This design comes from an exercise in tuning for small area, a short achievable clock period and few clock cycles on the open sky130 flow, not from production work.
Function was checked by simulation only, so behaviour that the tests miss may differ from the original.
Power and IR drop assume default switching activity.

==> design/flow/config.mk <==
export PLATFORM = sky130hd
export DESIGN_NAME = stepper_microstep_trajectory_unit
export DESIGN_NICKNAME = stepper_microstep_trajectory_unit
export VERILOG_FILES = /design/flow/design.v
export SDC_FILE = /design/flow/constraint.sdc
export NUM_CORES = 4
export LEC_CHECK = 0
export ABC_AREA = 1
export CAP_MARGIN = 20
export CORE_MARGIN = 2
export CORE_UTILIZATION = 40
export SETUP_SLACK_MARGIN = 3.0
export SLEW_MARGIN = 20
==> design/flow/constraint.sdc <==
create_clock -name core_clock -period 10.0 [get_ports {i_clk}]
set_input_delay 2.0000 -clock core_clock [delete_from_list [all_inputs] [get_ports {i_clk}]]
set_output_delay 2.0000 -clock core_clock [all_outputs]
set_load 0.01 [all_outputs]
==> design/flow/design.v <==
package smt_pkg;
    localparam int CFG_AW = 4;
    localparam logic [1:0] REG_DAMPING = 2'd0;
    localparam logic [1:0] REG_ACCEL   = 2'd1;
    localparam logic [1:0] REG_VLIMIT  = 2'd2;
    localparam logic [4:0] DAMPING_RST = 5'd9;
    localparam logic [7:0] ACCEL_RST   = 8'd1;
    localparam logic [7:0] VLIMIT_RST  = 8'd128;
    localparam logic [31:0] HOME_POS = 32'd92160;
    localparam logic [9:0] PWM_MID     = 10'd512;
    localparam logic [9:0] PWM_MID_LO  = 10'd511;
    localparam logic [9:0] CLEAR_PWM_A = 10'd1020;
    localparam logic [9:0] CLEAR_PWM_B = 10'd511;
    typedef enum logic [1:0] {
        OP_STEP  = 2'd0,
        OP_CLEAR = 2'd1,
        OP_HOME  = 2'd2,
        OP_NONE  = 2'd3
    } t_op;
    typedef struct packed {
        logic [31:0]        pos1;
        logic [31:0]        pos2;
        logic signed [15:0] vel;
    } t_axis_state;
    function automatic logic [6:0] sine_rom(input logic [6:0] idx);
        logic [6:0] v;
        case (idx)
            7'd0: v = 7'd0;
            7'd1: v = 7'd1;
            7'd2: v = 7'd3;
            7'd3: v = 7'd4;
            7'd4: v = 7'd6;
            7'd5: v = 7'd7;
            7'd6: v = 7'd9;
            7'd7: v = 7'd10;
            7'd8: v = 7'd12;
            7'd9: v = 7'd14;
            7'd10: v = 7'd15;
            7'd11: v = 7'd17;
            7'd12: v = 7'd18;
            7'd13: v = 7'd20;
            7'd14: v = 7'd21;
            7'd15: v = 7'd23;
            7'd16: v = 7'd24;
            7'd17: v = 7'd26;
            7'd18: v = 7'd28;
            7'd19: v = 7'd29;
            7'd20: v = 7'd31;
            7'd21: v = 7'd32;
            7'd22: v = 7'd34;
            7'd23: v = 7'd35;
            7'd24: v = 7'd37;
            7'd25: v = 7'd38;
            7'd26: v = 7'd40;
            7'd27: v = 7'd41;
            7'd28: v = 7'd43;
            7'd29: v = 7'd44;
            7'd30: v = 7'd46;
            7'd31: v = 7'd47;
            7'd32: v = 7'd48;
            7'd33: v = 7'd50;
            7'd34: v = 7'd51;
            7'd35: v = 7'd53;
            7'd36: v = 7'd54;
            7'd37: v = 7'd56;
            7'd38: v = 7'd57;
            7'd39: v = 7'd58;
            7'd40: v = 7'd60;
            7'd41: v = 7'd61;
            7'd42: v = 7'd63;
            7'd43: v = 7'd64;
            7'd44: v = 7'd65;
            7'd45: v = 7'd67;
            7'd46: v = 7'd68;
            7'd47: v = 7'd69;
            7'd48: v = 7'd71;
            7'd49: v = 7'd72;
            7'd50: v = 7'd73;
            7'd51: v = 7'd74;
            7'd52: v = 7'd76;
            7'd53: v = 7'd77;
            7'd54: v = 7'd78;
            7'd55: v = 7'd79;
            7'd56: v = 7'd81;
            7'd57: v = 7'd82;
            7'd58: v = 7'd83;
            7'd59: v = 7'd84;
            7'd60: v = 7'd85;
            7'd61: v = 7'd87;
            7'd62: v = 7'd88;
            7'd63: v = 7'd89;
            7'd64: v = 7'd90;
            7'd65: v = 7'd91;
            7'd66: v = 7'd92;
            7'd67: v = 7'd93;
            7'd68: v = 7'd94;
            7'd69: v = 7'd95;
            7'd70: v = 7'd96;
            7'd71: v = 7'd97;
            7'd72: v = 7'd98;
            7'd73: v = 7'd99;
            7'd74: v = 7'd100;
            7'd75: v = 7'd101;
            7'd76: v = 7'd102;
            7'd77: v = 7'd103;
            7'd78: v = 7'd104;
            7'd79: v = 7'd105;
            7'd80: v = 7'd106;
            7'd81: v = 7'd107;
            7'd82: v = 7'd108;
            7'd83: v = 7'd108;
            7'd84: v = 7'd109;
            7'd85: v = 7'd110;
            7'd86: v = 7'd111;
            7'd87: v = 7'd112;
            7'd88: v = 7'd112;
            7'd89: v = 7'd113;
            7'd90: v = 7'd114;
            7'd91: v = 7'd115;
            7'd92: v = 7'd115;
            7'd93: v = 7'd116;
            7'd94: v = 7'd117;
            7'd95: v = 7'd117;
            7'd96: v = 7'd118;
            7'd97: v = 7'd118;
            7'd98: v = 7'd119;
            7'd99: v = 7'd119;
            7'd100: v = 7'd120;
            7'd101: v = 7'd121;
            7'd102: v = 7'd121;
            7'd103: v = 7'd122;
            7'd104: v = 7'd122;
            7'd105: v = 7'd122;
            7'd106: v = 7'd123;
            7'd107: v = 7'd123;
            7'd108: v = 7'd124;
            7'd109: v = 7'd124;
            7'd110: v = 7'd124;
            7'd111: v = 7'd125;
            7'd112: v = 7'd125;
            7'd113: v = 7'd125;
            7'd114: v = 7'd126;
            7'd115: v = 7'd126;
            7'd116: v = 7'd126;
            7'd117: v = 7'd126;
            7'd118: v = 7'd127;
            7'd119: v = 7'd127;
            7'd120: v = 7'd127;
            7'd121: v = 7'd127;
            7'd122: v = 7'd127;
            7'd123: v = 7'd127;
            7'd124: v = 7'd127;
            7'd125: v = 7'd127;
            7'd126: v = 7'd127;
            7'd127: v = 7'd127;
            default: v = 7'd0;
        endcase
        sine_rom = v;
    endfunction
    function automatic logic [31:0] lp_sum(input logic [31:0] x, input logic [31:0] din,
                                           input logic [4:0] d);
        lp_sum = (x << d) - x + din;
    endfunction
    function automatic logic [31:0] lp_adj(input logic [31:0] sum, input logic [31:0] din,
                                           input logic [4:0] d);
        logic [31:0] t;
        t = sum >> d;
        if (t < din) begin
            lp_adj = t + 32'd1;
        end else if (t != 32'd0) begin
            lp_adj = t - 32'd1;
        end else begin
            lp_adj = t;
        end
    endfunction
    function automatic logic [19:0] drive_pwm(input logic [8:0] pos);
        logic [6:0] idx;
        logic [9:0] s;
        logic [9:0] c;
        logic [9:0] a;
        logic [9:0] b;
        idx = pos[6:0];
        s   = {1'b0, sine_rom(idx), 2'b00};
        c   = {1'b0, sine_rom(~idx), 2'b00};
        case (pos[8:7])
            2'b11: begin
                a = PWM_MID + s;
                b = PWM_MID + c;
            end
            2'b10: begin
                a = PWM_MID - c;
                b = PWM_MID + s;
            end
            2'b01: begin
                a = PWM_MID - s;
                b = PWM_MID_LO - c;
            end
            default: begin
                a = PWM_MID + c;
                b = PWM_MID - s;
            end
        endcase
        drive_pwm = {a, b};
    endfunction
    function automatic logic [31:0] add_bk(input logic [31:0] a, input logic [31:0] b,
                                           input logic cin);
        logic [31:0] g;
        logic [31:0] p;
        logic [31:0] gg;
        logic [31:0] pp;
        logic [32:0] c;
        g  = a & b;
        p  = a ^ b;
        gg = g;
        pp = p;
        gg[0] = g[0] | (p[0] & cin);
        for (int l = 0; l < 5; l++) begin
            for (int i = 0; i < 32; i++) begin
                if (((i + 1) % (2 << l)) == 0) begin
                    gg[i] = gg[i] | (pp[i] & gg[i - (1 << l)]);
                    pp[i] = pp[i] & pp[i - (1 << l)];
                end
            end
        end
        for (int l = 3; l >= 0; l--) begin
            for (int i = 0; i < 32; i++) begin
                if ((((i + 1) % (2 << l)) == (1 << l)) && (i >= (2 << l))) begin
                    gg[i] = gg[i] | (pp[i] & gg[i - (1 << l)]);
                    pp[i] = pp[i] & pp[i - (1 << l)];
                end
            end
        end
        c[0] = cin;
        for (int i = 0; i < 32; i++) begin
            c[i + 1] = gg[i];
        end
        add_bk = p ^ c[31:0];
    endfunction
endpackage
module smt_state_mem #(
    parameter int AXES = 4,
    parameter int W    = 32
) (
    input  logic                 i_clk,
    input  logic                 i_rst_n,
    input  logic [AXES-1:0]      i_we,
    input  logic [AXES-1:0]      i_clr,
    input  logic [W-1:0]         i_wdata,
    output logic [AXES*W-1:0]    o_words,
    output logic [AXES-1:0]      o_ok
);
    logic [W-1:0]    r_word [0:AXES-1];
    logic [AXES-1:0] r_ok;
    always_ff @(posedge i_clk) begin
        if (!i_rst_n) begin
            r_ok <= '0;
        end else begin
            r_ok <= (r_ok | i_we) & ~i_clr;
        end
    end
    always_ff @(posedge i_clk) begin
        for (int a = 0; a < AXES; a++) begin
            if (i_we[a]) begin
                r_word[a] <= i_wdata;
            end
        end
    end
    always_comb begin
        for (int a = 0; a < AXES; a++) begin
            o_words[a*W +: W] = r_word[a];
        end
    end
    assign o_ok = r_ok;
endmodule
module stepper_microstep_trajectory_unit #(
    parameter int AXES = 4
) (
    input  logic                        i_clk,
    input  logic                        i_rst_n,
    input  logic                        i_valid,
    output logic                        o_stall,
    input  logic [1:0]                  i_opcode,
    input  logic [1:0]                  i_axis,
    input  logic [30:0]                 i_target,
    output logic                        o_valid,
    input  logic                        i_stall,
    output logic [9:0]                  o_pwm_a,
    output logic [9:0]                  o_pwm_b,
    output logic [30:0]                 o_position,
    output logic signed [15:0]          o_velocity,
    input  logic                        psel,
    input  logic                        penable,
    input  logic                        pwrite,
    input  logic [smt_pkg::CFG_AW-1:0]  paddr,
    input  logic [31:0]                 pwdata,
    output logic [31:0]                 prdata,
    output logic                        pready
);
    localparam logic [30:0] HOME31 = 31'(smt_pkg::HOME_POS);
    logic [4:0] r_damp;
    logic [7:0] r_accel;
    logic [7:0] r_vlim;
    assign pready = 1'b1;
    always_ff @(posedge i_clk) begin
        if (!i_rst_n) begin
            r_damp  <= smt_pkg::DAMPING_RST;
            r_accel <= smt_pkg::ACCEL_RST;
            r_vlim  <= smt_pkg::VLIMIT_RST;
        end else if (psel && penable && pwrite) begin
            case (paddr[3:2])
                smt_pkg::REG_DAMPING: r_damp  <= pwdata[4:0];
                smt_pkg::REG_ACCEL:   r_accel <= pwdata[7:0];
                smt_pkg::REG_VLIMIT:  r_vlim  <= pwdata[7:0];
                default: ;
            endcase
        end
    end
    always_comb begin
        case (paddr[3:2])
            smt_pkg::REG_DAMPING: prdata = {27'd0, r_damp};
            smt_pkg::REG_ACCEL:   prdata = {24'd0, r_accel};
            smt_pkg::REG_VLIMIT:  prdata = {24'd0, r_vlim};
            default:              prdata = 32'd0;
        endcase
    end
    logic [30:0] w_m;       
    logic        w_dnz;     
    assign w_m   = 31'(32'hFFFF_FFFF >> r_damp);
    assign w_dnz = (r_damp != 5'd0);
    logic        r_xv;
    logic [1:0]  r_xop;
    logic [3:0]  r_xsel;
    logic [30:0] r_xtgt;
    logic        r_yv;
    logic [1:0]  r_yop;
    logic [3:0]  r_ysel;
    logic [30:0] r_yp1;
    logic        r_ov;
    logic [3:0]  r_osel;
    logic        r_oclr;
    logic        r_s1, r_s2, r_s3;
    logic        r_selY;
    logic        r_yfix;
    logic [30:0] r_u;
    logic        r_adjp, r_adjz;
    logic        w_xslow, w_yslow;
    logic        w_ofree, w_yok, w_ygo, w_yfree, w_xok, w_xgo, w_xfree, w_acc;
    logic        w_idle, w_yp1_ld;
    logic [31:0] w_xf;
    assign w_idle  = !(r_s1 || r_s2 || r_s3);
    assign w_ofree = !r_ov || !i_stall;
    assign w_yok   = !w_yslow || r_yfix;
    assign w_ygo   = r_yv && w_yok && w_ofree;
    assign w_yfree = !r_yv || w_ygo;
    assign w_xok   = (w_idle && !w_xslow) || (r_s3 && !r_selY);
    assign w_xgo   = r_xv && w_xok && w_yfree;
    assign w_xfree = !r_xv || w_xgo;
    assign w_acc   = i_valid && w_xfree;
    assign o_stall = !w_xfree;
    logic [AXES-1:0]    w_we1, w_clr1, w_we2, w_clr2, w_wev;
    logic [AXES*31-1:0] w_pos1_all, w_pos2_all;
    logic [AXES*16-1:0] w_vel_all;
    logic [AXES-1:0]    w_ok1, w_ok2, w_okv;
    logic [30:0]        w_pos1_wd, w_pos2_wd;
    logic [15:0]        w_v;
    always_comb begin
        for (int a = 0; a < AXES; a++) begin
            w_we1[a]  = w_xgo && r_xsel[a] &&
                        (r_xop == smt_pkg::OP_STEP || r_xop == smt_pkg::OP_HOME);
            w_clr1[a] = w_xgo && r_xsel[a] && (r_xop == smt_pkg::OP_CLEAR);
            w_we2[a]  = w_ygo && r_ysel[a] &&
                        (r_yop == smt_pkg::OP_STEP || r_yop == smt_pkg::OP_HOME);
            w_wev[a]  = w_ygo && r_ysel[a] && (r_yop == smt_pkg::OP_STEP);
            w_clr2[a] = w_ygo && r_ysel[a] && (r_yop == smt_pkg::OP_CLEAR);
        end
    end
    smt_state_mem #(.AXES(AXES), .W(31)) u_pos1 (
        .i_clk (i_clk), .i_rst_n (i_rst_n),
        .i_we (w_we1), .i_clr (w_clr1), .i_wdata (w_pos1_wd),
        .o_words (w_pos1_all), .o_ok (w_ok1)
    );
    smt_state_mem #(.AXES(AXES), .W(31)) u_pos2 (
        .i_clk (i_clk), .i_rst_n (i_rst_n),
        .i_we (w_we2), .i_clr (w_clr2), .i_wdata (w_pos2_wd),
        .o_words (w_pos2_all), .o_ok (w_ok2)
    );
    smt_state_mem #(.AXES(AXES), .W(16)) u_vel (
        .i_clk (i_clk), .i_rst_n (i_rst_n),
        .i_we (w_wev), .i_clr (w_clr2), .i_wdata (w_v),
        .o_words (w_vel_all), .o_ok (w_okv)
    );
    function automatic logic [30:0] pick31(input logic [AXES*31-1:0] all,
                                           input logic [AXES-1:0] sel);
        logic [30:0] r;
        r = '0;
        for (int a = 0; a < AXES; a++) begin
            r = r | (all[a*31 +: 31] & {31{sel[a]}});
        end
        pick31 = r;
    endfunction
    function automatic logic [15:0] pick16(input logic [AXES*16-1:0] all,
                                           input logic [AXES-1:0] sel);
        logic [15:0] r;
        r = '0;
        for (int a = 0; a < AXES; a++) begin
            r = r | (all[a*16 +: 16] & {16{sel[a]}});
        end
        pick16 = r;
    endfunction
    logic [30:0]        r_xpos1, r_ypos2;
    logic [15:0]        r_yvel;
    logic [30:0]        w_xpos1, w_ypos2;
    logic signed [15:0] w_yvel;
    logic [3:0]         w_isel;
    logic [30:0]        w_ipos1, w_xpos2rd;
    logic [15:0]        w_xvelrd;
    logic               w_fwd1, w_fwd2;
    assign w_isel    = 4'b0001 << i_axis;
    assign w_ipos1   = pick31(w_pos1_all, w_isel & w_ok1);
    assign w_xpos2rd = pick31(w_pos2_all, r_xsel & w_ok2);
    assign w_xvelrd  = pick16(w_vel_all, r_xsel & w_okv);
    assign w_fwd1    = w_xgo && (r_xsel == w_isel) && (r_xop != smt_pkg::OP_NONE);
    assign w_fwd2    = w_ygo && (r_ysel == r_xsel);
    always_ff @(posedge i_clk) begin
        if (w_acc) begin
            if (w_fwd1) begin
                r_xpos1 <= (r_xop == smt_pkg::OP_CLEAR) ? 31'd0 : w_pos1_wd;
            end else begin
                r_xpos1 <= w_ipos1;
            end
        end
        if (w_xgo) begin
            if (w_fwd2 && (r_yop != smt_pkg::OP_NONE)) begin
                r_ypos2 <= (r_yop == smt_pkg::OP_CLEAR) ? 31'd0 : w_pos2_wd;
            end else begin
                r_ypos2 <= w_xpos2rd;
            end
            if (w_fwd2 && (r_yop == smt_pkg::OP_STEP || r_yop == smt_pkg::OP_CLEAR)) begin
                r_yvel <= (r_yop == smt_pkg::OP_CLEAR) ? 16'd0 : w_v;
            end else begin
                r_yvel <= w_xvelrd;
            end
        end
    end
    assign w_xpos1 = r_xpos1;
    assign w_ypos2 = r_ypos2;
    assign w_yvel  = r_yvel;
    logic [30:0]        w_xa, w_xd;
    logic signed [31:0] w_xdl;
    logic [31:0]        w_xq, w_xam1, w_xas;
    logic               w_xgt, w_xz, w_xkp, w_xkn;
    assign w_xa = (r_s2 || r_s3) ? r_u : ((r_s1 && r_selY) ? w_ypos2 : w_xpos1);
    assign w_xd = r_s3 ? r_u : (r_selY ? r_yp1 : r_xtgt);
    assign w_xdl = {1'b0, w_xd} - {1'b0, w_xa};
    assign w_xq  = w_xdl >>> r_damp;
    assign w_xgt = !w_xdl[31] && (w_xdl != 32'd0) && w_dnz;
    assign w_xz  = (w_xd == 31'd0) &&
                   (!w_dnz || ((w_xa[30:1] == 30'd0) && !(r_s2 && w_xa[0])));
    always_comb begin
        if (r_s1) begin
            w_xkp = 1'b0;
            w_xkn = 1'b0;
        end else if (r_s3) begin
            w_xkp = r_adjp;
            w_xkn = !r_adjp && !r_adjz;
        end else begin
            w_xkp = w_xgt;
            w_xkn = !w_xgt && !w_xz;
        end
    end
    assign w_xam1    = smt_pkg::add_bk({1'b0, w_xa}, 32'hFFFF_FFFF, 1'b0);
    assign w_xas     = w_xkn ? w_xam1 : {1'b0, w_xa};
    assign w_xf      = w_xas + w_xq + {31'd0, w_xkp};
    assign w_pos1_wd = (r_xop == smt_pkg::OP_HOME) ? HOME31 : w_xf[30:0];
    assign w_xslow = r_xv && (r_xop == smt_pkg::OP_STEP) &&
                     (((w_xpos1 | r_xtgt) & ~w_m) != 31'd0);
    always_ff @(posedge i_clk) begin
        if (!i_rst_n) begin
            r_s1   <= 1'b0;
            r_s2   <= 1'b0;
            r_s3   <= 1'b0;
            r_selY <= 1'b0;
            r_yfix <= 1'b0;
        end else begin
            if (w_idle) begin
                if (w_yslow && !r_yfix) begin
                    r_s1   <= 1'b1;
                    r_selY <= 1'b1;
                end else if (w_xslow) begin
                    r_s1   <= 1'b1;
                    r_selY <= 1'b0;
                end
            end
            if (r_s1) begin
                r_s1 <= 1'b0;
                r_s2 <= 1'b1;
            end
            if (r_s2) begin
                r_s2 <= 1'b0;
                r_s3 <= 1'b1;
            end
            if (r_s3 && (r_selY || w_xgo)) begin
                r_s3   <= 1'b0;
                r_selY <= 1'b0;
            end
            if (r_s3 && r_selY) begin
                r_yfix <= 1'b1;
            end
            if (w_ygo) begin
                r_yfix <= 1'b0;
            end
        end
    end
    always_ff @(posedge i_clk) begin
        if (r_s1) begin
            r_u <= w_xf[30:0] & w_m;
        end
        if (r_s2) begin
            r_adjp <= w_xgt;
            r_adjz <= !w_xgt && w_xz;
        end
    end
    always_ff @(posedge i_clk) begin
        if (!i_rst_n) begin
            r_xv <= 1'b0;
        end else if (w_acc) begin
            r_xv <= 1'b1;
        end else if (w_xgo) begin
            r_xv <= 1'b0;
        end
    end
    always_ff @(posedge i_clk) begin
        if (w_acc) begin
            r_xop  <= i_opcode;
            r_xsel <= 4'b0001 << i_axis;
            r_xtgt <= i_target;
        end
    end
    always_ff @(posedge i_clk) begin
        if (!i_rst_n) begin
            r_yv <= 1'b0;
        end else if (w_xgo) begin
            r_yv <= 1'b1;
        end else if (w_ygo) begin
            r_yv <= 1'b0;
        end
    end
    assign w_yp1_ld = w_xgo || (r_s3 && r_selY);
    always_ff @(posedge i_clk) begin
        if (w_xgo) begin
            r_yop  <= r_xop;
            r_ysel <= r_xsel;
        end
        if (w_yp1_ld) begin
            r_yp1  <= w_xf[30:0];
        end
    end
    logic [4:0]         w_yd;
    logic signed [31:0] w_ydl;
    logic [31:0]        w_yq;
    logic               w_ygt, w_yz;
    logic [15:0]        w_yk, w_vraw;
    assign w_yd  = r_yfix ? 5'd0 : r_damp;
    assign w_ydl = {1'b0, r_yp1} - {1'b0, w_ypos2};
    assign w_yq  = w_ydl >>> w_yd;
    assign w_ygt = !w_ydl[31] && (w_ydl != 32'd0) && w_dnz;
    assign w_yz  = (r_yp1 == 31'd0) && (!w_dnz || (w_ypos2[30:1] == 30'd0));
    always_comb begin
        if (r_yfix) begin
            w_yk = 16'd0;
        end else if (w_ygt) begin
            w_yk = 16'd1;
        end else if (w_yz) begin
            w_yk = 16'd0;
        end else begin
            w_yk = 16'hFFFF;
        end
    end
    assign w_vraw = w_yq[15:0] + w_yk;
    assign w_yslow = r_yv && (r_yop == smt_pkg::OP_STEP) &&
                     (((w_ypos2 | r_yp1) & ~w_m) != 31'd0);
    logic signed [17:0] w_amax, w_vmax, w_vold, w_vr, w_hi, w_lo, w_vu, w_vd;
    logic               w_up, w_dn;
    logic [31:0]        w_hi32, w_lo32;
    always_comb begin
        w_amax = {10'd0, r_accel};
        w_vmax = {10'd0, r_vlim};
        w_vold = 18'(w_yvel);
        w_vr   = {{2{w_vraw[15]}}, w_vraw};
        w_hi32 = smt_pkg::add_bk({{14{w_vold[17]}}, w_vold}, {24'd0, r_accel}, 1'b0);
        w_lo32 = smt_pkg::add_bk({{14{w_vold[17]}}, w_vold}, ~{24'd0, r_accel}, 1'b1);
        w_hi   = w_hi32[17:0];
        w_lo   = w_lo32[17:0];
        w_vu   = (w_hi > w_vmax)  ? w_vmax  : w_hi;
        w_vd   = (w_lo < -w_vmax) ? -w_vmax : w_lo;
        w_up   = (w_vr > w_hi);
        w_dn   = (w_vr < w_lo);
    end
    logic [14:0] w_ph, w_php, w_phm;
    logic        w_phz, w_phf;
    logic [30:0] w_npr, w_npu, w_npd;
    assign w_ph  = w_ypos2[30:16];
    logic [31:0] w_php32, w_phm32;
    assign w_php32 = smt_pkg::add_bk({17'd0, w_ph}, 32'd1, 1'b0);
    assign w_phm32 = smt_pkg::add_bk({17'd0, w_ph}, 32'hFFFF_FFFF, 1'b0);
    assign w_php   = w_php32[14:0];
    assign w_phm   = w_phm32[14:0];
    assign w_phz = (w_ph == 15'd0);
    assign w_phf = (w_ph == 15'h7FFF);
    function automatic logic [30:0] newpos(input logic [16:0] lo, input logic [15:0] v,
                                           input logic [14:0] ph, input logic [14:0] php,
                                           input logic [14:0] phm, input logic phz,
                                           input logic phf);
        logic [14:0] hi;
        if (lo[16] == v[15]) begin
            hi = ph;
        end else if (lo[16]) begin
            hi = php;
        end else begin
            hi = phm;
        end
        if ((!lo[16] && v[15] && phz) || (lo[16] && !v[15] && phf)) begin
            newpos = 31'd0;
        end else begin
            newpos = {hi, lo[15:0]};
        end
    endfunction
    logic [16:0] w_lor, w_lou, w_lod;
    logic [31:0] w_lou32, w_lod32;
    assign w_lor   = {1'b0, w_ypos2[15:0]} + {1'b0, w_vraw};
    assign w_lou32 = smt_pkg::add_bk({16'd0, w_ypos2[15:0]}, {16'd0, w_vu[15:0]}, 1'b0);
    assign w_lod32 = smt_pkg::add_bk({16'd0, w_ypos2[15:0]}, {16'd0, w_vd[15:0]}, 1'b0);
    assign w_lou   = w_lou32[16:0];
    assign w_lod   = w_lod32[16:0];
    assign w_npr = newpos(w_lor, w_vraw,     w_ph, w_php, w_phm, w_phz, w_phf);
    assign w_npu = newpos(w_lou, w_vu[15:0], w_ph, w_php, w_phm, w_phz, w_phf);
    assign w_npd = newpos(w_lod, w_vd[15:0], w_ph, w_php, w_phm, w_phz, w_phf);
    always_comb begin
        if (r_yop == smt_pkg::OP_HOME) begin
            w_pos2_wd = HOME31;
        end else if (w_up) begin
            w_pos2_wd = w_npu;
        end else if (w_dn) begin
            w_pos2_wd = w_npd;
        end else begin
            w_pos2_wd = w_npr;
        end
        if (w_up) begin
            w_v = w_vu[15:0];
        end else if (w_dn) begin
            w_v = w_vd[15:0];
        end else begin
            w_v = w_vraw;
        end
    end
    always_ff @(posedge i_clk) begin
        if (!i_rst_n) begin
            r_ov <= 1'b0;
        end else if (w_ygo) begin
            r_ov <= 1'b1;
        end else if (w_ofree) begin
            r_ov <= 1'b0;
        end
    end
    always_ff @(posedge i_clk) begin
        if (w_ygo) begin
            r_osel <= r_ysel;
            r_oclr <= (r_yop == smt_pkg::OP_CLEAR);
        end
    end
    logic [19:0] w_pwm;
    assign o_valid    = r_ov;
    assign o_position = pick31(w_pos2_all, r_osel & w_ok2);
    assign o_velocity = pick16(w_vel_all, r_osel & w_okv);
    assign w_pwm      = smt_pkg::drive_pwm(o_position[8:0]);
    assign o_pwm_a    = w_pwm[19:10];
    assign o_pwm_b    = r_oclr ? smt_pkg::CLEAR_PWM_B : w_pwm[9:0];
endmodule
==> design/flow/run.sh <==
#!/bin/bash
# synth_recipe.tcl (not shown) runs the flow's synth.tcl, then flattens the netlist and writes it again
# the make line also repeats each setting of config.mk as NAME=value (left out here)
make -C /OpenROAD-flow-scripts/flow DESIGN_CONFIG=/design/flow/config.mk WORK_HOME=/design/flow/orfs CLKGATE_MAP_FILE= SYNTH_SCRIPT=/design/flow/synth_recipe.tcl finish
==> flow_summary.html, run 1 <==
<table>
<tr><th>Metric</th><th>Value</th></tr>
<tr><th colspan="2">Cells and area</th></tr>
<tr><td>Design Area, Final</td><td>56600 sq um</td></tr>
<tr><td>Syn-to-layout area delta</td><td>26.8%</td></tr>
<tr><td>Count of nets after finishing</td><td>approximately 7k</td></tr>
<tr><td>Fill count</td><td>10.4k</td></tr>
<tr><td>Final Core Density</td><td>between 50% and 60%</td></tr>
<tr><td>Share of post-route cells with drive strength above 1</td><td>20.8%</td></tr>
<tr><th colspan="2">Route</th></tr>
<tr><td>Average vias per placed instance</td><td>5.71</td></tr>
<tr><td>Final routed DRC violation total</td><td>0</td></tr>
<tr><td>Total via count in the routed design</td><td>approximately 46k</td></tr>
<tr><td>Final wirelength</td><td>181000 um</td></tr>
<tr><td>WL per Instance</td><td>22.7 um</td></tr>
<tr><td>DRT antenna net count</td><td>0</td></tr>
<tr><td>Detailed Routing Iterations Pass 1</td><td>6</td></tr>
<tr><td>DRC violation total after the first TritonRoute iteration</td><td>5524</td></tr>
<tr><th colspan="2">Timing</th></tr>
<tr><td>Slew at the pin closest to its max-slew limit</td><td>around 1.2 ns</td></tr>
<tr><td>Post-route setup TNS</td><td>0 ns</td></tr>
<tr><td>Setup Viol. Count Final</td><td>0</td></tr>
<tr><td>Post-Route Skew</td><td>approximately 0.067 ns</td></tr>
<tr><td>Setup repair after global routing missed its margin</td><td>true</td></tr>
<tr><td>Final hold violations</td><td>0</td></tr>
<tr><td>Final critical-path share of the clock period</td><td>72.2%</td></tr>
<tr><td>Final critical delay including setup and external delays</td><td>between 7 and 8 ns</td></tr>
<tr><td>Fmax</td><td>138 MHz</td></tr>
<tr><td>Slew Limit Headroom</td><td>21.6%</td></tr>
<tr><td>Final max-slew violation count</td><td>0</td></tr>
<tr><th colspan="2">Clocking</th></tr>
<tr><td>TritonCTS clock tree</td><td>built</td></tr>
<tr><td>Insertion delay of the later-clocked pin in the worst-skew pair</td><td>0.70 ns</td></tr>
<tr><td>Number of H-tree branching levels</td><td>2</td></tr>
<tr><td>Clock tree buffer depth</td><td>3</td></tr>
<tr><td>Post-cts hold buffer count</td><td>0</td></tr>
<tr><td>Clock tree root driver cell</td><td>sky130_fd_sc_hd__clkbuf_16</td></tr>
<tr><td>Number of buffers created by CTS</td><td>60</td></tr>
<tr><td>Number of clock sinks seen by CTS</td><td>543</td></tr>
<tr><td>Clock-pin slew on the worst setup and hold paths</td><td>0.06 ns</td></tr>
<tr><th colspan="2">Die</th></tr>
<tr><td>Initial Util</td><td>40.3%</td></tr>
<tr><td>Height of the chip</td><td>338 um</td></tr>
<tr><td>Die area</td><td>between 100000 and 150000 sq um</td></tr>
<tr><td>Top-Level Pins</td><td>180</td></tr>
<tr><td>Standard cell core area</td><td>roughly 110000 sq um</td></tr>
<tr><td>Chip width</td><td>338 um</td></tr>
<tr><td>Std-Cell Rows</td><td>122</td></tr>
<tr><th colspan="2">Setup path</th></tr>
<tr><td>Worst Path Arrival</td><td>about 7.7 ns</td></tr>
<tr><td>Critical path class</td><td>register to register</td></tr>
<tr><td>RR Startpoint</td><td>r_ypos2[23]</td></tr>
<tr><td>Maximum fanout along the worst path</td><td>6</td></tr>
<tr><td>Critical path buffers and inverters</td><td>10</td></tr>
<tr><td>Source of the critical timing path</td><td>r_ypos2[23]</td></tr>
<tr><td>Slowest cell on the critical path</td><td>sky130_fd_sc_hd__edfxtp_1</td></tr>
<tr><td>Delay-heaviest family, CP</td><td>simple AND/OR/NAND/NOR gates</td></tr>
<tr><td>Worst setup EP type</td><td>register</td></tr>
<tr><td>Critical path startpoint category</td><td>register</td></tr>
<tr><td>Worst path most repeated cell</td><td>sky130_fd_sc_hd__nand2_2</td></tr>
<tr><td>Required time reported for the critical path endpoint</td><td>10.43 ns</td></tr>
<tr><td>Delay of the slowest critical-path stage</td><td>0.48 ns</td></tr>
<tr><th colspan="2">Yosys</th></tr>
<tr><td>EDFF count, synth</td><td>502</td></tr>
<tr><td>Dominant combinational cell family by area after synthesis</td><td>simple AND/OR/NAND/NOR gates</td></tr>
<tr><td>Post-synthesis async set-or-reset flop share</td><td>0%</td></tr>
<tr><td>Xor/xnor cell area share of the yosys netlist</td><td>between 2 and 3%</td></tr>
<tr><td>Primary FF master, synth</td><td>sky130_fd_sc_hd__edfxtp_1</td></tr>
<tr><td>Fraction of synthesized area in multiplexers</td><td>0.291%</td></tr>
<tr><td>Mapped Avg Cell Area</td><td>7.36 sq um</td></tr>
<tr><td>Number of distinct library cells after synthesis</td><td>73</td></tr>
<tr><td>Ys Warns</td><td>5</td></tr>
<tr><td>Cell area after synthesis</td><td>44700 sq um</td></tr>
<tr><td>Simple-gate area share of the yosys netlist</td><td>a little under a quarter</td></tr>
<tr><td>Part of the Yosys area used for sequential elements</td><td>around 36%</td></tr>
<tr><td>Synthesized-area fraction occupied by ao, oa, aoi and oai cells</td><td>between 10% and 20%</td></tr>
<tr><td>Seq cells post-synth</td><td>between 500 and 600</td></tr>
<tr><td>Number of instances in the synthesized netlist</td><td>slightly above 6k</td></tr>
<tr><td>Adder-Cell Fraction of Synth Area</td><td>10.2%</td></tr>
<tr><th colspan="2">Worst hold path</th></tr>
<tr><td>Hold Path Class</td><td>register to register</td></tr>
<tr><td>Hold_sp</td><td>r_accel[0]</td></tr>
<tr><th colspan="2">GRT</th></tr>
<tr><td>Vias in the first global route</td><td>40.7k</td></tr>
<tr><td>Total global-route track usage</td><td>just under 30%</td></tr>
<tr><td>Global-route wire length before repair</td><td>260000 um</td></tr>
<tr><td>Largest net degree at the start of global routing</td><td>between 50 and 60</td></tr>
<tr><td>Initial antenna violation count</td><td>5</td></tr>
<tr><td>Global route overflow</td><td>0</td></tr>
<tr><th colspan="2">Placed design</th></tr>
<tr><td>Placed cell area</td><td>47500 sq um</td></tr>
<tr><td>Final weighted congestion in routability-driven placement</td><td>1.04</td></tr>
<tr><td>Number of port buffers</td><td>126</td></tr>
<tr><td>HPWL reported at the end of detailed placement</td><td>132000 um</td></tr>
<tr><th colspan="2">Power</th></tr>
<tr><td>Worst ir drop on vdd</td><td>0.000462 V</td></tr>
<tr><td>Leakage power total</td><td>24.8 nW</td></tr>
<tr><td>Final Total Pwr</td><td>~23 mW</td></tr>
<tr><td>Total power density per cell area</td><td>412 nW/um^2</td></tr>
<tr><th colspan="2">Outcome</th></tr>
<tr><td>Result of the run</td><td>complete, no violations</td></tr>
<tr><th colspan="2">Flow run</th></tr>
<tr><td>Max Cap Violations</td><td>0</td></tr>
</table>
==> sequential cells by signal (all words and copies together), names as in the netlist, 5 cells and up <==
name / count
u_vel.r_word: 64
u_pos2.r_word: 124
r_xtgt: 31
r_accel: 8
r_damp: 5
u_pos1.r_word: 124
r_yvel: 16
r_vlim: 8
r_yp1: 31
r_u: 31
r_ypos2: 31
r_xpos1: 31
==> area by class of cell <==
type                       count  area (sq um)  share of cell area, %
tap                         1488          1860                   3.29
timing repair inverter         4          27.5                 0.0486
multi-input combinational   4334         27900                   49.2
antenna                        1          2.50                0.00442
timing repair buffer         530          5150                   9.10
sequential                   543         15900                   28.1
clock inverter                33           428                  0.756
inverter                     974          3810                   6.73
clock buffer                  76          1560                   2.76
==> cell usage after synthesis (66+ instances only) <==
master / number / area (sq um)
sky130_fd_sc_hd__a21oi_1: 346 / 1730
sky130_fd_sc_hd__clkbuf_1: 135 / 507
sky130_fd_sc_hd__edfxtp_1: 502 / 15100
sky130_fd_sc_hd__ha_1: 316 / 3950
sky130_fd_sc_hd__inv_1: 939 / 3520
sky130_fd_sc_hd__nand2_1: 1419 / 5330
sky130_fd_sc_hd__nand3_1: 335 / 1680
sky130_fd_sc_hd__nand4_1: 75 / 469
sky130_fd_sc_hd__nor2_1: 450 / 1690
sky130_fd_sc_hd__nor3_1: 66 / 330
sky130_fd_sc_hd__o211ai_1: 97 / 728
sky130_fd_sc_hd__o21ai_0: 493 / 2470
sky130_fd_sc_hd__o21ai_1: 110 / 551
sky130_fd_sc_hd__o22ai_1: 114 / 713
sky130_fd_sc_hd__xor2_1: 81 / 709
==> placed cells by master, fill, tap and decap left out, types with 40 or more instances in the layout <==
cell type	instances
sky130_fd_sc_hd__clkbuf_16	62
sky130_fd_sc_hd__a21oi_2	55
sky130_fd_sc_hd__nor2_2	59
sky130_fd_sc_hd__nand3_1	273
sky130_fd_sc_hd__o22ai_1	107
sky130_fd_sc_hd__xnor2_1	46
sky130_fd_sc_hd__nand3_2	51
sky130_fd_sc_hd__o21ai_2	78
sky130_fd_sc_hd__ha_1	236
sky130_fd_sc_hd__o211ai_1	97
sky130_fd_sc_hd__nand2_1	1259
sky130_fd_sc_hd__nor2_1	374
sky130_fd_sc_hd__ha_4	57
sky130_fd_sc_hd__nand2_2	144
sky130_fd_sc_hd__nand4_1	75
sky130_fd_sc_hd__o21ai_1	118
sky130_fd_sc_hd__buf_6	66
sky130_fd_sc_hd__a21oi_1	285
sky130_fd_sc_hd__xor2_1	62
sky130_fd_sc_hd__edfxtp_1	502
sky130_fd_sc_hd__buf_4	295
sky130_fd_sc_hd__inv_1	836
sky130_fd_sc_hd__nor3_1	43
sky130_fd_sc_hd__inv_2	91
sky130_fd_sc_hd__o21ai_0	390
sky130_fd_sc_hd__clkdlybuf4s50_1	124
sky130_fd_sc_hd__nor2_4	40
==> per-stage QoR <==
stage | setup WS, ns | cells | hold slack [ns]
floorplan | 3.05 | 6089 | 0.424
global placement | 0.888 | 7555 | 0.489
detailed placement | 0.843 | 7556 | 0.505
CTS | 2.83 | 7864 | 0.504
global route | 2.38 | 7982 | 0.533
finish | 2.78 | 7983 | 0.499
==> power by group <==
part	internal, mW	switching (mW)
sequential	3.72	0.156
clock	1.31	0.956
combinational	6.91	10.3
==> repair_timing <==
item / CTS / global route
gates cloned: 16 / 4
pin swaps: 151 / 206
buffers inserted: 183 / 110
gates resized for setup: 616 / 556
setup endpoints to repair: 447 / 416
==> layer usage <==
layer  vias to the layer above  routed length, um  track usage [%]
met3                       441              19100             5.45
met2                      2431              74600             42.9
met1                     21500              77800             43.4
met5                         -                 57                0
met4                         8               9380             12.9
li1                      21100                  -                -
==> path summary, 6_finish.rpt <==
path | end | slack, ns | cells past startpoint
hold / removal | r_accel[0] | 0.50 | 2
setup reg to reg | u_vel.r_word[3][8] | 2.78 | 50
setup / recovery | u_vel.r_word[3][8] | 2.78 | 50
hold reg to reg | r_accel[0] | 0.50 | 2
==> tightest hold or removal path, cell delays in order (launching register included) <==
cell	delay, ns
sky130_fd_sc_hd__dfxtp_4	0.36
sky130_fd_sc_hd__nand2_1	0.05
sky130_fd_sc_hd__nand3_1	0.05
==> cell families (layout without fill, tap and decap cells) <==
group	after synthesis	after routing
compound gates	1356	1356
other cells	2	28
mux	13	13
simple gates	2453	2460
fa+ha+maj	346	346
flops	543	543
xor+xnor	132	132
buf+inv	1219	1617
Testbench counts, summed over its fixed seeds: cycles 4,120.
==> run 2, diff against run 1 <==
--- a/design/flow/config.mk
+++ b/design/flow/config.mk
@@ -9,5 +9,5 @@
 export CAP_MARGIN = 20
 export CORE_MARGIN = 2
-export CORE_UTILIZATION = 40
-export SETUP_SLACK_MARGIN = 3.0
+export CORE_UTILIZATION = 55
+export SETUP_SLACK_MARGIN = 2.0
 export SLEW_MARGIN = 20
==> run 2 against run 1 <==
Effect of this change: still clean on timing, DRC and antenna; register-to-register slack got worse by 0.52 ns; core utilization up 12 points; sequential cell count unchanged; synthesized area did not move; maximum frequency down 6.7%; routed wire length decreased by 5.3%; sequential power hardly changed; final cell count is 8.2% lower; via count decreased by 2.5%; hold slack better by 0.0046 ns; critical path type unchanged.
==> flow_summary.html, run 2 <==
<table>
<tr><th>Metric</th><th>Value</th></tr>
<tr><th colspan="2">Outcome</th></tr>
<tr><td>Result of the run</td><td>complete, no violations</td></tr>
<tr><th colspan="2">Timing</th></tr>
<tr><td>Final max-slew violation count</td><td>0</td></tr>
<tr><td>Post-route setup TNS</td><td>0 ns</td></tr>
<tr><td>Slew at the pin closest to its max-slew limit</td><td>1.18 ns</td></tr>
<tr><td>Setup Viol. Count Final</td><td>0</td></tr>
<tr><td>Fmax</td><td>129 MHz</td></tr>
<tr><td>Final hold violations</td><td>0</td></tr>
<tr><td>Setup repair after global routing missed its margin</td><td>true</td></tr>
<tr><td>Final critical delay including setup and external delays</td><td>7.74 ns</td></tr>
<tr><td>Final critical-path share of the clock period</td><td>between 70% and 80%</td></tr>
<tr><td>Post-Route Skew</td><td>0.0898 ns</td></tr>
<tr><td>Slew Limit Headroom</td><td>20.3%</td></tr>
<tr><th colspan="2">Route</th></tr>
<tr><td>Final wirelength</td><td>171000 um</td></tr>
<tr><td>Final routed DRC violation total</td><td>0</td></tr>
<tr><td>DRT antenna net count</td><td>0</td></tr>
<tr><td>Total via count in the routed design</td><td>44.4k</td></tr>
<tr><td>WL per Instance</td><td>23.4 um</td></tr>
<tr><td>DRC violation total after the first TritonRoute iteration</td><td>4848</td></tr>
<tr><td>Average vias per placed instance</td><td>6.06</td></tr>
<tr><td>Detailed Routing Iterations Pass 1</td><td>9</td></tr>
<tr><th colspan="2">Yosys</th></tr>
<tr><td>Most frequent cell after synthesis</td><td>sky130_fd_sc_hd__nand2_1</td></tr>
<tr><td>Number of instances in the synthesized netlist</td><td>6064</td></tr>
<tr><td>Number of distinct library cells after synthesis</td><td>73</td></tr>
<tr><td>Post-synthesis async set-or-reset flop share</td><td>0%</td></tr>
<tr><td>Mapped Avg Cell Area</td><td>about 7.4 sq um</td></tr>
<tr><td>Commonest cells post-synth</td><td>1419 x sky130_fd_sc_hd__nand2_1, 939 x sky130_fd_sc_hd__inv_1, 502 x sky130_fd_sc_hd__edfxtp_1</td></tr>
<tr><td>Area fraction of the dominant cell type after synthesis</td><td>33.8%</td></tr>
<tr><td>Library cell occupying the most area in the post-synthesis netlist</td><td>sky130_fd_sc_hd__edfxtp_1</td></tr>
<tr><td>Cell area after synthesis</td><td>44700 sq um</td></tr>
<tr><td>EDFF count, synth</td><td>502</td></tr>
<tr><td>Primary FF master, synth</td><td>sky130_fd_sc_hd__edfxtp_1</td></tr>
<tr><td>Ys Warns</td><td>5</td></tr>
<tr><td>Part of the Yosys area used for sequential elements</td><td>35.6%</td></tr>
<tr><td>Top area cells in the synthesized netlist</td><td>sky130_fd_sc_hd__edfxtp_1 34%, sky130_fd_sc_hd__nand2_1 12%, sky130_fd_sc_hd__ha_1 8.9%, sky130_fd_sc_hd__inv_1 7.9%, sky130_fd_sc_hd__o21ai_0 5.5%</td></tr>
<tr><td>Seq cells post-synth</td><td>around 540</td></tr>
<tr><th colspan="2">Die</th></tr>
<tr><td>Std-Cell Rows</td><td>104</td></tr>
<tr><td>Die area</td><td>83500 sq um</td></tr>
<tr><td>Height of the chip</td><td>289 um</td></tr>
<tr><td>Standard cell core area</td><td>80400 sq um</td></tr>
<tr><td>Top-Level Pins</td><td>180</td></tr>
<tr><td>Initial Util</td><td>55.5%</td></tr>
<tr><td>Chip width</td><td>289 um</td></tr>
<tr><th colspan="2">Setup path</th></tr>
<tr><td>Critical path startpoint category</td><td>register</td></tr>
<tr><td>Delay of the slowest critical-path stage</td><td>between 0.5 and 0.6 ns</td></tr>
<tr><td>Worst setup EP type</td><td>register</td></tr>
<tr><td>Maximum fanout along the worst path</td><td>8</td></tr>
<tr><td>Required time reported for the critical path endpoint</td><td>approximately 10 ns</td></tr>
<tr><td>Critical path class</td><td>register to register</td></tr>
<tr><td>Slowest cell on the critical path</td><td>sky130_fd_sc_hd__edfxtp_1</td></tr>
<tr><td>Worst path most repeated cell</td><td>sky130_fd_sc_hd__nand2_1</td></tr>
<tr><td>Worst Path Arrival</td><td>8.11 ns</td></tr>
<tr><th colspan="2">Clocking</th></tr>
<tr><td>TritonCTS clock tree</td><td>built</td></tr>
<tr><td>Number of clock sinks seen by CTS</td><td>approximately 540</td></tr>
<tr><td>Number of H-tree branching levels</td><td>2</td></tr>
<tr><td>Insertion delay of the later-clocked pin in the worst-skew pair</td><td>0.70 ns</td></tr>
<tr><td>Clock-pin slew on the worst setup and hold paths</td><td>0.07 ns</td></tr>
<tr><td>Number of buffers created by CTS</td><td>60</td></tr>
<tr><td>Clock tree root driver cell</td><td>sky130_fd_sc_hd__clkbuf_16</td></tr>
<tr><td>Clock tree buffer depth</td><td>3</td></tr>
<tr><th colspan="2">Worst hold path</th></tr>
<tr><td>Hold Path Class</td><td>register to register</td></tr>
<tr><th colspan="2">Power</th></tr>
<tr><td>Leakage power total</td><td>approximately 23 nW</td></tr>
<tr><td>Sequential share of power</td><td>21.3%</td></tr>
<tr><td>NetSw</td><td>9.39 mW</td></tr>
<tr><td>Switching Fraction</td><td>between 50% and 60%</td></tr>
<tr><td>Total power density per cell area</td><td>357 nW/um^2</td></tr>
<tr><td>Clk network pwr share</td><td>13.0%</td></tr>
<tr><td>Worst ir drop on vdd</td><td>about 0.00048 V</td></tr>
<tr><td>Combinational share of power</td><td>65.8%</td></tr>
<tr><td>Cell-internal power</td><td>roughly 9 mW</td></tr>
<tr><th colspan="2">GRT</th></tr>
<tr><td>Largest net degree at the start of global routing</td><td>58</td></tr>
<tr><td>Global-route wire length before repair</td><td>246000 um</td></tr>
<tr><td>Global route overflow</td><td>0</td></tr>
<tr><td>Vias in the first global route</td><td>around 40k</td></tr>
<tr><td>Initial antenna violation count</td><td>5</td></tr>
<tr><td>Total global-route track usage</td><td>39.4%</td></tr>
<tr><th colspan="2">Cells and area</th></tr>
<tr><td>Design Area, Final</td><td>51100 sq um</td></tr>
<tr><td>Share of post-route cells with drive strength above 1</td><td>9.97%</td></tr>
<tr><td>Most common cell after layout, fill and taps aside</td><td>sky130_fd_sc_hd__nand2_1</td></tr>
<tr><td>Syn-to-layout area delta</td><td>14.4%</td></tr>
<tr><td>Fill count</td><td>7221</td></tr>
<tr><td>Count of nets after finishing</td><td>6641</td></tr>
<tr><td>Highest-count cells in the layout ignoring fill and taps</td><td>1394 x sky130_fd_sc_hd__nand2_1, 901 x sky130_fd_sc_hd__inv_1, 502 x sky130_fd_sc_hd__edfxtp_1</td></tr>
<tr><td>Largest regs</td><td>u_pos1.r_word (124), u_pos2.r_word (124), u_vel.r_word (64)</td></tr>
<tr><th colspan="2">Flow run</th></tr>
<tr><td>Max Cap Violations</td><td>0</td></tr>
<tr><th colspan="2">Placed design</th></tr>
<tr><td>Placed cell area</td><td>46900 sq um</td></tr>
<tr><td>Number of port buffers</td><td>126</td></tr>
<tr><td>Final weighted congestion in routability-driven placement</td><td>1.09</td></tr>
<tr><td>HPWL reported at the end of detailed placement</td><td>130000 um</td></tr>
</table>
==> run 2: repair_timing <==
| action | in CTS | in global routing |
|---|---|---|
| pin swaps | 5 | 30 |
| cloned | 0 | 5 |
| hold buffers | 0 | 0 |
| gates resized for setup | 95 | 267 |
| setup buffers | 23 | 68 |
| endpoints found under the setup margin | 261 | 360 |
==> run 2: per-stage QoR <==
step / hold slack (ns) / worst slack (ns) / power [mW] / utilization (%) / std cells
floorplan: 0.424 / 2.99 / 10.1 / - / 6089
global placement: 0.484 / 1.01 / 13.9 / 58.3 / 7115
detailed placement: 0.487 / 0.712 / 14.0 / 58.3 / 7115
CTS: 0.502 / 1.99 / 16.9 / 61.5 / 7251
global route: 0.534 / 1.88 / 19.1 / 63.5 / 7328
finish: 0.503 / 2.26 / 18.3 / 63.5 / 7329
==> run 2: worst paths after layout <==
path                                start     endpoint  slack [ns]  depth (start not counted)
worst max-delay path            r_yp1[19]  r_ypos2[14]        2.26                         55
worst max register to register  r_yp1[19]  r_ypos2[14]        2.26                         55
worst min register to register  r_ysel[2]    r_osel[2]        0.50                          0
worst min-delay path            r_ysel[2]    r_osel[2]        0.50                          0
==> run 2: logic make-up (layout without fill, tap and decap cells) <==
family	Yosys count	after routing	synth area share, %
flip-flops	543	543	35.6
XOR/XNOR	132	132	2.59
multiplexers	13	13	0.291
AND/OR/NAND/NOR	2453	2455	23.1
AO/OA/AOI/OAI	1356	1356	17.3
other	2	28	0.0168
buffers and inverters	1219	1396	10.9
adder cells (fa/ha/maj)	346	346	10.2
==> run 2: power groups by stage <==
stage	logic, mW	registers [mW]	clock network, mW
floorplan	6.26	3.85	0
global placement	9.96	3.93	0
detailed placement	10.1	3.93	0
CTS	10.6	3.87	2.36
global route	12.7	3.89	2.45
finish	12.0	3.88	2.37
==> run 2: critical path, delay by kind of cell (launching register included) <==
family / cells / cell delay, ns
flops: 1 / 0.52
compound gates: 10 / 1.37
fa+ha+maj: 3 / 0.87
buf+inv: 10 / 1.15
simple gates: 31 / 3.20
xor+xnor: 1 / 0.30
==> run 2: layout make-up <==
type | count | area (sq um) | area share (%)
clock buffers | 72 | 1590 | 3.11
multi-input cells | 4329 | 25200 | 49.3
repair inverters | 2 | 12.5 | 0.0245
repair buffers | 307 | 2840 | 5.55
well taps | 1060 | 1330 | 2.60
diodes | 1 | 2.50 | 0.00490
clock inverters | 41 | 543 | 1.06
inverters | 974 | 3710 | 7.27
flip-flops and latches | 543 | 15900 | 31.1
==> run 2: routing by layer <==
metal  vias to the layer above  part of all wire (%)  global-route usage (%)
met5                         -                  0.10                       0
met4                        12                   7.7                    25.1
met3                       654                    10                    8.94
met2                      2535                    45                    62.8
met1                     20600                    37                    48.4
li1                      20600                     -                       -
==> run 3, diff against run 2 <==
--- a/design/flow/config.mk
+++ b/design/flow/config.mk
@@ -9,5 +9,5 @@
 export CAP_MARGIN = 20
 export CORE_MARGIN = 2
-export CORE_UTILIZATION = 55
-export SETUP_SLACK_MARGIN = 2.0
+export CORE_UTILIZATION = 40
+export SETUP_SLACK_MARGIN = 2.5
 export SLEW_MARGIN = 20
==> run 3 against run 2 <==
Effect of this change: critical path depth shrank 9; die area is 37% higher; hold slack lost 0.0059 ns; cell area rose by 5.8%; first-iteration DRC count is 9.7% higher; routed wire length is 3.9% higher; clock-buffer cell count increased by 6; clock power decreased by 3%; sequential power is essentially flat; critical path type unchanged; critical endpoint is now u_pos2.r_word[0][0]; highest routed layer unchanged.
==> flow_summary.html, run 3 <==
<table>
<tr><th>Metric</th><th>Value</th></tr>
<tr><th colspan="2">Clocking</th></tr>
<tr><td>Clock-pin slew on the worst setup and hold paths</td><td>approximately 0.06 ns</td></tr>
<tr><td>TritonCTS clock tree</td><td>built</td></tr>
<tr><td>Number of buffers created by CTS</td><td>60</td></tr>
<tr><td>Number of H-tree branching levels</td><td>2</td></tr>
<tr><td>Clock tree root driver cell</td><td>sky130_fd_sc_hd__clkbuf_16</td></tr>
<tr><td>Clock tree buffer depth</td><td>3</td></tr>
<tr><td>Insertion delay of the later-clocked pin in the worst-skew pair</td><td>about 0.71 ns</td></tr>
<tr><td>Number of clock sinks seen by CTS</td><td>543</td></tr>
<tr><th colspan="2">Timing</th></tr>
<tr><td>Post-route setup TNS</td><td>0 ns</td></tr>
<tr><td>Setup repair after global routing missed its margin</td><td>true</td></tr>
<tr><td>Fmax</td><td>136 MHz</td></tr>
<tr><td>Final critical-path share of the clock period</td><td>73.7%</td></tr>
<tr><td>Slew Limit Headroom</td><td>31.5%</td></tr>
<tr><td>Slew at the pin closest to its max-slew limit</td><td>a little over 1 ns</td></tr>
<tr><td>Setup Viol. Count Final</td><td>0</td></tr>
<tr><td>Final hold violations</td><td>0</td></tr>
<tr><td>Final critical delay including setup and external delays</td><td>7.37 ns</td></tr>
<tr><td>Post-Route Skew</td><td>0.0555 ns</td></tr>
<tr><td>Final max-slew violation count</td><td>0</td></tr>
<tr><th colspan="2">Setup path</th></tr>
<tr><td>Delay of the slowest critical-path stage</td><td>between 0.5 and 0.6 ns</td></tr>
<tr><td>Required time reported for the critical path endpoint</td><td>about 10 ns</td></tr>
<tr><td>Slowest cell on the critical path</td><td>sky130_fd_sc_hd__edfxtp_1</td></tr>
<tr><td>Maximum fanout along the worst path</td><td>6</td></tr>
<tr><td>Critical path startpoint category</td><td>register</td></tr>
<tr><td>Delay-heaviest family, CP</td><td>simple AND/OR/NAND/NOR gates</td></tr>
<tr><td>Levels on crit path</td><td>46</td></tr>
<tr><td>R2R depth</td><td>46</td></tr>
<tr><td>Slack of the worst reg-to-reg path</td><td>~2.6 ns</td></tr>
<tr><td>Worst setup path endpoint</td><td>u_pos2.r_word[0][0]</td></tr>
<tr><td>Worst reg2reg path endpoint</td><td>u_pos2.r_word[0][0]</td></tr>
<tr><td>RR Startpoint</td><td>r_ypos2[4]</td></tr>
<tr><td>Critical path buffers and inverters</td><td>10</td></tr>
<tr><td>Critical path class</td><td>register to register</td></tr>
<tr><td>Worst Path Arrival</td><td>7.79 ns</td></tr>
<tr><td>Worst path most repeated cell</td><td>sky130_fd_sc_hd__nand2_1</td></tr>
<tr><td>Worst setup EP type</td><td>register</td></tr>
<tr><td>Source of the critical timing path</td><td>r_ypos2[4]</td></tr>
<tr><th colspan="2">Yosys</th></tr>
<tr><td>Commonest cells post-synth</td><td>1419 x sky130_fd_sc_hd__nand2_1, 939 x sky130_fd_sc_hd__inv_1, 502 x sky130_fd_sc_hd__edfxtp_1</td></tr>
<tr><td>Fraction of synthesized area in multiplexers</td><td>less than 1%</td></tr>
<tr><td>Xor/xnor cell area share of the yosys netlist</td><td>under 10%</td></tr>
<tr><td>EDFF count, synth</td><td>about 500</td></tr>
<tr><td>Synthesized-area fraction occupied by ao, oa, aoi and oai cells</td><td>17.3%</td></tr>
<tr><td>Part of the Yosys area used for sequential elements</td><td>around 36%</td></tr>
<tr><td>Most frequent cell after synthesis</td><td>sky130_fd_sc_hd__nand2_1</td></tr>
<tr><td>Dominant combinational cell family by area after synthesis</td><td>simple AND/OR/NAND/NOR gates</td></tr>
<tr><td>Seq cells post-synth</td><td>about 540</td></tr>
<tr><td>Cell area after synthesis</td><td>44700 sq um</td></tr>
<tr><td>Mapped Avg Cell Area</td><td>7.36 sq um</td></tr>
<tr><td>Number of instances in the synthesized netlist</td><td>between 6k and 7k</td></tr>
<tr><td>Top area cells in the synthesized netlist</td><td>sky130_fd_sc_hd__edfxtp_1 34%, sky130_fd_sc_hd__nand2_1 12%, sky130_fd_sc_hd__ha_1 8.9%, sky130_fd_sc_hd__inv_1 7.9%, sky130_fd_sc_hd__o21ai_0 5.5%</td></tr>
<tr><td>Library cell occupying the most area in the post-synthesis netlist</td><td>sky130_fd_sc_hd__edfxtp_1</td></tr>
<tr><td>Post-synthesis async set-or-reset flop share</td><td>0%</td></tr>
<tr><td>Adder-Cell Fraction of Synth Area</td><td>10.2%</td></tr>
<tr><td>Ys Warns</td><td>5</td></tr>
<tr><td>Area fraction of the dominant cell type after synthesis</td><td>around 34%</td></tr>
<tr><td>Simple-gate area share of the yosys netlist</td><td>23.1%</td></tr>
<tr><td>Primary FF master, synth</td><td>sky130_fd_sc_hd__edfxtp_1</td></tr>
<tr><td>Number of distinct library cells after synthesis</td><td>73</td></tr>
<tr><th colspan="2">Die</th></tr>
<tr><td>Std-Cell Rows</td><td>122</td></tr>
<tr><td>Initial Util</td><td>40.3%</td></tr>
<tr><td>Top-Level Pins</td><td>180</td></tr>
<tr><td>Standard cell core area</td><td>around 110000 sq um</td></tr>
<tr><td>Chip width</td><td>338 um</td></tr>
<tr><td>Die area</td><td>114000 sq um</td></tr>
<tr><td>Height of the chip</td><td>338 um</td></tr>
<tr><th colspan="2">Flow run</th></tr>
<tr><td>Max Cap Violations</td><td>0</td></tr>
<tr><th colspan="2">Placed design</th></tr>
<tr><td>Inst Count DP</td><td>7554</td></tr>
<tr><td>Final weighted congestion in routability-driven placement</td><td>1.01</td></tr>
<tr><td>HPWL reported at the end of detailed placement</td><td>133000 um</td></tr>
<tr><td>Number of port buffers</td><td>126</td></tr>
<tr><th colspan="2">Route</th></tr>
<tr><td>DRC violation total after the first TritonRoute iteration</td><td>5316</td></tr>
<tr><td>Top Layer Used</td><td>met5</td></tr>
<tr><td>Met2 routed WL</td><td>approximately 73000 um</td></tr>
<tr><td>Total via count in the routed design</td><td>44.5k</td></tr>
<tr><td>Detailed Routing Iterations Pass 1</td><td>7</td></tr>
<tr><td>DRT antenna net count</td><td>0</td></tr>
<tr><td>Final routed DRC violation total</td><td>0</td></tr>
<tr><td>WL per Instance</td><td>between 20 and 25 um</td></tr>
<tr><td>Wire length on met1</td><td>approximately 78000 um</td></tr>
<tr><td>Average vias per placed instance</td><td>5.66</td></tr>
<tr><td>Met3 wirelength from detailed routing</td><td>between 15000 and 20000 um</td></tr>
<tr><td>Final wirelength</td><td>178000 um</td></tr>
<tr><th colspan="2">Cells and area</th></tr>
<tr><td>Largest regs</td><td>u_pos1.r_word (124), u_pos2.r_word (124), u_vel.r_word (64)</td></tr>
<tr><td>Syn-to-layout area delta</td><td>21.1%</td></tr>
<tr><td>Post-route insts no fill</td><td>7873</td></tr>
<tr><td>Highest-count cells in the layout ignoring fill and taps</td><td>1321 x sky130_fd_sc_hd__nand2_1, 871 x sky130_fd_sc_hd__inv_1, 502 x sky130_fd_sc_hd__edfxtp_1</td></tr>
<tr><td>Fill count</td><td>10.9k</td></tr>
<tr><td>Count of nets after finishing</td><td>just under 7k</td></tr>
<tr><td>Most common cell after layout, fill and taps aside</td><td>sky130_fd_sc_hd__nand2_1</td></tr>
<tr><td>Share of post-route cells with drive strength above 1</td><td>roughly 16%</td></tr>
<tr><th colspan="2">GRT</th></tr>
<tr><td>Global-route wire length before repair</td><td>254000 um</td></tr>
<tr><td>Global route overflow</td><td>0</td></tr>
<tr><td>Initial antenna violation count</td><td>2</td></tr>
<tr><td>Largest net degree at the start of global routing</td><td>69</td></tr>
<tr><td>Vias in the first global route</td><td>39.6k</td></tr>
<tr><td>Total global-route track usage</td><td>29.2%</td></tr>
<tr><th colspan="2">Power</th></tr>
<tr><td>Leakage power total</td><td>around 24 nW</td></tr>
<tr><td>Total power density per cell area</td><td>373 nW/um^2</td></tr>
<tr><td>Worst ir drop on vdd</td><td>0.000435 V</td></tr>
<tr><th colspan="2">Outcome</th></tr>
<tr><td>Result of the run</td><td>complete, no violations</td></tr>
<tr><th colspan="2">Worst hold path</th></tr>
<tr><td>Hold Path Class</td><td>register to register</td></tr>
</table>
==> run 3: area by class of cell <==
class,instances,area [sq um],share of cell area [%]
Clock buffer,78,1620,2.99
Clock inverter,34,398,0.736
Timing Repair Buffer,422,3950,7.30
Sequential cell,543,15900,29.4
Antenna cell,1,2.50,0.00463
Tap cell,1488,1860,3.44
Inverter,974,3750,6.94
Multi-Input combinational cell,4333,26600,49.1
==> run 3: worst min path at each step <==
stage | startpoint | to | slack (ns) | cells after the start
after detailed placement | r_ysel[0] | r_osel[0] | 0.48 | 0
after floorplan | r_xsel[0] | r_ysel[0] | 0.42 | 0
after global placement | r_ysel[0] | r_osel[0] | 0.49 | 0
after global routing | r_ysel[0] | r_osel[0] | 0.52 | 0
after CTS | r_ysel[0] | r_osel[0] | 0.50 | 0
final | r_ysel[0] | r_osel[0] | 0.50 | 0
==> run 3: power breakdown <==
| part | leakage (nW) | total [mW] | internal, mW | switching (mW) |
|---|---|---|---|---|
| Sequential | 4.99 | 3.88 | 3.72 | 0.155 |
| Clock | 0.970 | 2.29 | 1.30 | 0.984 |
| Combinational | 18.0 | 14.0 | 5.01 | 9.02 |
| Total | 23.9 | 20.2 | 10.0 | 10.2 |
==> run 3: through the flow <==
| step | instance area (sq um) | hold slack (ns) | power (mW) | worst slack [ns] | utilization, % |
|---|---|---|---|---|---|
| floorplan | 44700 | 0.424 | 10.1 | 2.99 | - |
| global placement | 47500 | 0.487 | 13.7 | 0.787 | 42.9 |
| detailed placement | 47500 | 0.483 | 13.8 | 0.674 | 42.9 |
| CTS | 51100 | 0.498 | 17.4 | 2.46 | 46.2 |
| global route | 54100 | 0.520 | 21.1 | 2.34 | 48.9 |
| finish | 54100 | 0.497 | 20.2 | 2.63 | 48.9 |
==> run 3: timing repair <==
item / CTS / global route
setup buffers: 77 / 110
endpoints found under the setup margin: 430 / 351
hold buffers: 0 / 0
gates cloned: 4 / 10
resized for setup: 265 / 487
pin swaps: 40 / 137
==> run 3: metal layers <==
layer  GRT usage (%)  vias up
met5               0        -
met1            43.2    21000
li1                -    20900
met2            42.5     2274
met4            10.1        2
met3            5.28      366
==> run 3: logic make-up after synthesis <==
kind of cell | after synthesis
xor+xnor | 132
other cells | 2
mux | 13
simple gates | 2453
compound gates | 1356
flops | 543
buf+inv | 1219
fa+ha+maj | 346
==> run 4, diff against run 3 <==
--- a/design/flow/config.mk
+++ b/design/flow/config.mk
@@ -12,2 +12,3 @@
 export SETUP_SLACK_MARGIN = 2.5
 export SLEW_MARGIN = 20
+export TNS_END_PERCENT = 5
==> run 4 against run 3 <==
Effect of this change: critical path type unchanged; sequential power barely moved; hold slack barely moved; first-iteration DRC count rose by 0.53%; clock-buffer cell count did not move; non-clock buffer count fell by 20; sequential share of layout area rose by 0.30 points; combinational power fell by 5%; core utilization fell by 0.50 points; synthesized cell count did not move; final cell count fell by 0.25%; sequential cell count did not move.
==> flow_summary.html, run 4 <==
<table>
<tr><th>Metric</th><th>Value</th></tr>
<tr><th colspan="2">Die</th></tr>
<tr><td>Chip width</td><td>338 um</td></tr>
<tr><td>Height of the chip</td><td>around 340 um</td></tr>
<tr><th colspan="2">Power</th></tr>
<tr><td>Total power density per cell area</td><td>365 nW/um^2</td></tr>
<tr><th colspan="2">GRT</th></tr>
<tr><td>Global-route wire length before repair</td><td>between 200000 and 300000 um</td></tr>
<tr><td>Initial antenna violation count</td><td>3</td></tr>
<tr><td>Global route overflow</td><td>0</td></tr>
<tr><th colspan="2">Setup path</th></tr>
<tr><td>Source of the critical timing path</td><td>r_selY</td></tr>
<tr><td>Critical path startpoint category</td><td>register</td></tr>
<tr><td>Worst setup path endpoint</td><td>r_xpos1[12]</td></tr>
<tr><th colspan="2">Route</th></tr>
<tr><td>Final routed DRC violation total</td><td>0</td></tr>
<tr><td>Total via count in the routed design</td><td>44.5k</td></tr>
<tr><th colspan="2">Yosys</th></tr>
<tr><td>Number of distinct library cells after synthesis</td><td>73</td></tr>
<tr><td>Top area cells in the synthesized netlist</td><td>sky130_fd_sc_hd__edfxtp_1 34%, sky130_fd_sc_hd__nand2_1 12%, sky130_fd_sc_hd__ha_1 8.9%, sky130_fd_sc_hd__inv_1 7.9%, sky130_fd_sc_hd__o21ai_0 5.5%</td></tr>
<tr><td>Post-synthesis async set-or-reset flop share</td><td>0%</td></tr>
<tr><td>Ys Warns</td><td>5</td></tr>
<tr><td>EDFF count, synth</td><td>502</td></tr>
<tr><td>Number of instances in the synthesized netlist</td><td>6064</td></tr>
<tr><td>Library cell occupying the most area in the post-synthesis netlist</td><td>sky130_fd_sc_hd__edfxtp_1</td></tr>
<tr><td>Primary FF master, synth</td><td>sky130_fd_sc_hd__edfxtp_1</td></tr>
<tr><td>Mapped Avg Cell Area</td><td>about 7.4 sq um</td></tr>
<tr><td>Cell area after synthesis</td><td>about 45000 sq um</td></tr>
<tr><td>Commonest cells post-synth</td><td>1419 x sky130_fd_sc_hd__nand2_1, 939 x sky130_fd_sc_hd__inv_1, 502 x sky130_fd_sc_hd__edfxtp_1</td></tr>
<tr><th colspan="2">Clocking</th></tr>
<tr><td>Number of clock sinks seen by CTS</td><td>roughly 540</td></tr>
<tr><td>TritonCTS clock tree</td><td>built</td></tr>
<tr><td>Clock tree root driver cell</td><td>sky130_fd_sc_hd__clkbuf_16</td></tr>
<tr><th colspan="2">Worst hold path</th></tr>
<tr><td>Hold Path Class</td><td>register to register</td></tr>
<tr><th colspan="2">Timing</th></tr>
<tr><td>Final max-slew violation count</td><td>0</td></tr>
<tr><td>Final critical-path share of the clock period</td><td>74.3%</td></tr>
<tr><td>Slew at the pin closest to its max-slew limit</td><td>between 1 and 1.5 ns</td></tr>
<tr><td>Fmax</td><td>135 MHz</td></tr>
<tr><th colspan="2">Placed design</th></tr>
<tr><td>Final weighted congestion in routability-driven placement</td><td>1.01</td></tr>
<tr><th colspan="2">Cells and area</th></tr>
<tr><td>Most common cell after layout, fill and taps aside</td><td>sky130_fd_sc_hd__nand2_1</td></tr>
<tr><td>Largest regs</td><td>u_pos1.r_word (124), u_pos2.r_word (124), u_vel.r_word (64)</td></tr>
<tr><th colspan="2">Outcome</th></tr>
<tr><td>Result of the run</td><td>complete, no violations</td></tr>
</table>
## run 4: cell counts after synthesis
Identical to the previous run, type by type.
## run 4: cell type report
class                   instances  share of cell area [%]
multi-input cells            4334                    49.1
flip-flops and latches        543                    29.7
inverters                     974                    6.97
repair buffers                402                    6.93
well taps                    1488                    3.48
clock buffers                  78                    3.03
clock inverters                34                   0.743
## run 4: where the power goes
group / internal, mW / switching, mW / leakage, nW
clock: 1.30 / 0.981 / 0.970
combinational: 4.56 / 8.79 / 17.8
sequential: 3.72 / 0.156 / 4.99
## run 4: cell families after synthesis
family / share of synthesized area (%)
multiplexers: 0.291
adder cells (fa/ha/maj): 10.2
buffers and inverters: 10.9
flip-flops: 35.6
AO/OA/AOI/OAI: 17.3
other: 0.0168
AND/OR/NAND/NOR: 23.1
XOR/XNOR: 2.59
## run 4: timing repair
item                                    4_1_cts  5_1_grt
setup buffers                                66      104
resized for setup                           248      409
pin swaps                                    32      130
endpoints found under the setup margin      430      360
gates cloned                                  4        8
## run 4: metrics by stage
stage	worst slack, ns	cells	hold WS (ns)
after floorplan	2.99	6089	0.424
after global placement	0.787	7553	0.487
after global routing	2.29	7853	0.520
after CTS	2.36	7736	0.498
after detailed placement	0.674	7554	0.483
final	2.57	7853	0.497
## run 4: critical path: cells and delay by family (launching register included)
| family | cells | cell delay (ns) |
|---|---|---|
| simple gates | 16 | 2.61 |
| compound gates | 9 | 1.72 |
| fa+ha+maj | 2 | 0.88 |
| buf+inv | 4 | 0.79 |
| xor+xnor | 2 | 0.72 |
| flops | 1 | 0.41 |
## run 4: how the worst min path moves through the flow
stage               slack (ns)   endpoint  startpoint  cells after the start
floorplan                 0.42  r_ysel[0]   r_xsel[0]                      0
global placement          0.49  r_osel[0]   r_ysel[0]                      0
detailed placement        0.48  r_osel[0]   r_ysel[0]                      0
CTS                       0.50  r_osel[0]   r_ysel[0]                      0
global route              0.52  r_osel[0]   r_ysel[0]                      0
finish                    0.50  r_osel[0]   r_ysel[0]                      0
## run 4: layer usage
| layer | global-route usage (%) | share of wire, % | vias to the layer above |
|---|---|---|---|
| met5 | 0 | 0.0073 | - |
| met4 | 10.6 | 4.3 | 2 |
| met3 | 5.39 | 11 | 350 |
| met2 | 42.4 | 41 | 2260 |
| met1 | 42.9 | 44 | 21100 |
| li1 | - | - | 20800 |

Check on run 4: ideal ports give 2.569 ns setup slack; a clkbuf_16 on the clock port and buf_2 on the inputs give 2.569 ns; moving port delays by the midpoint clock arrival (0.748 ns) as well gives 2.569 ns.
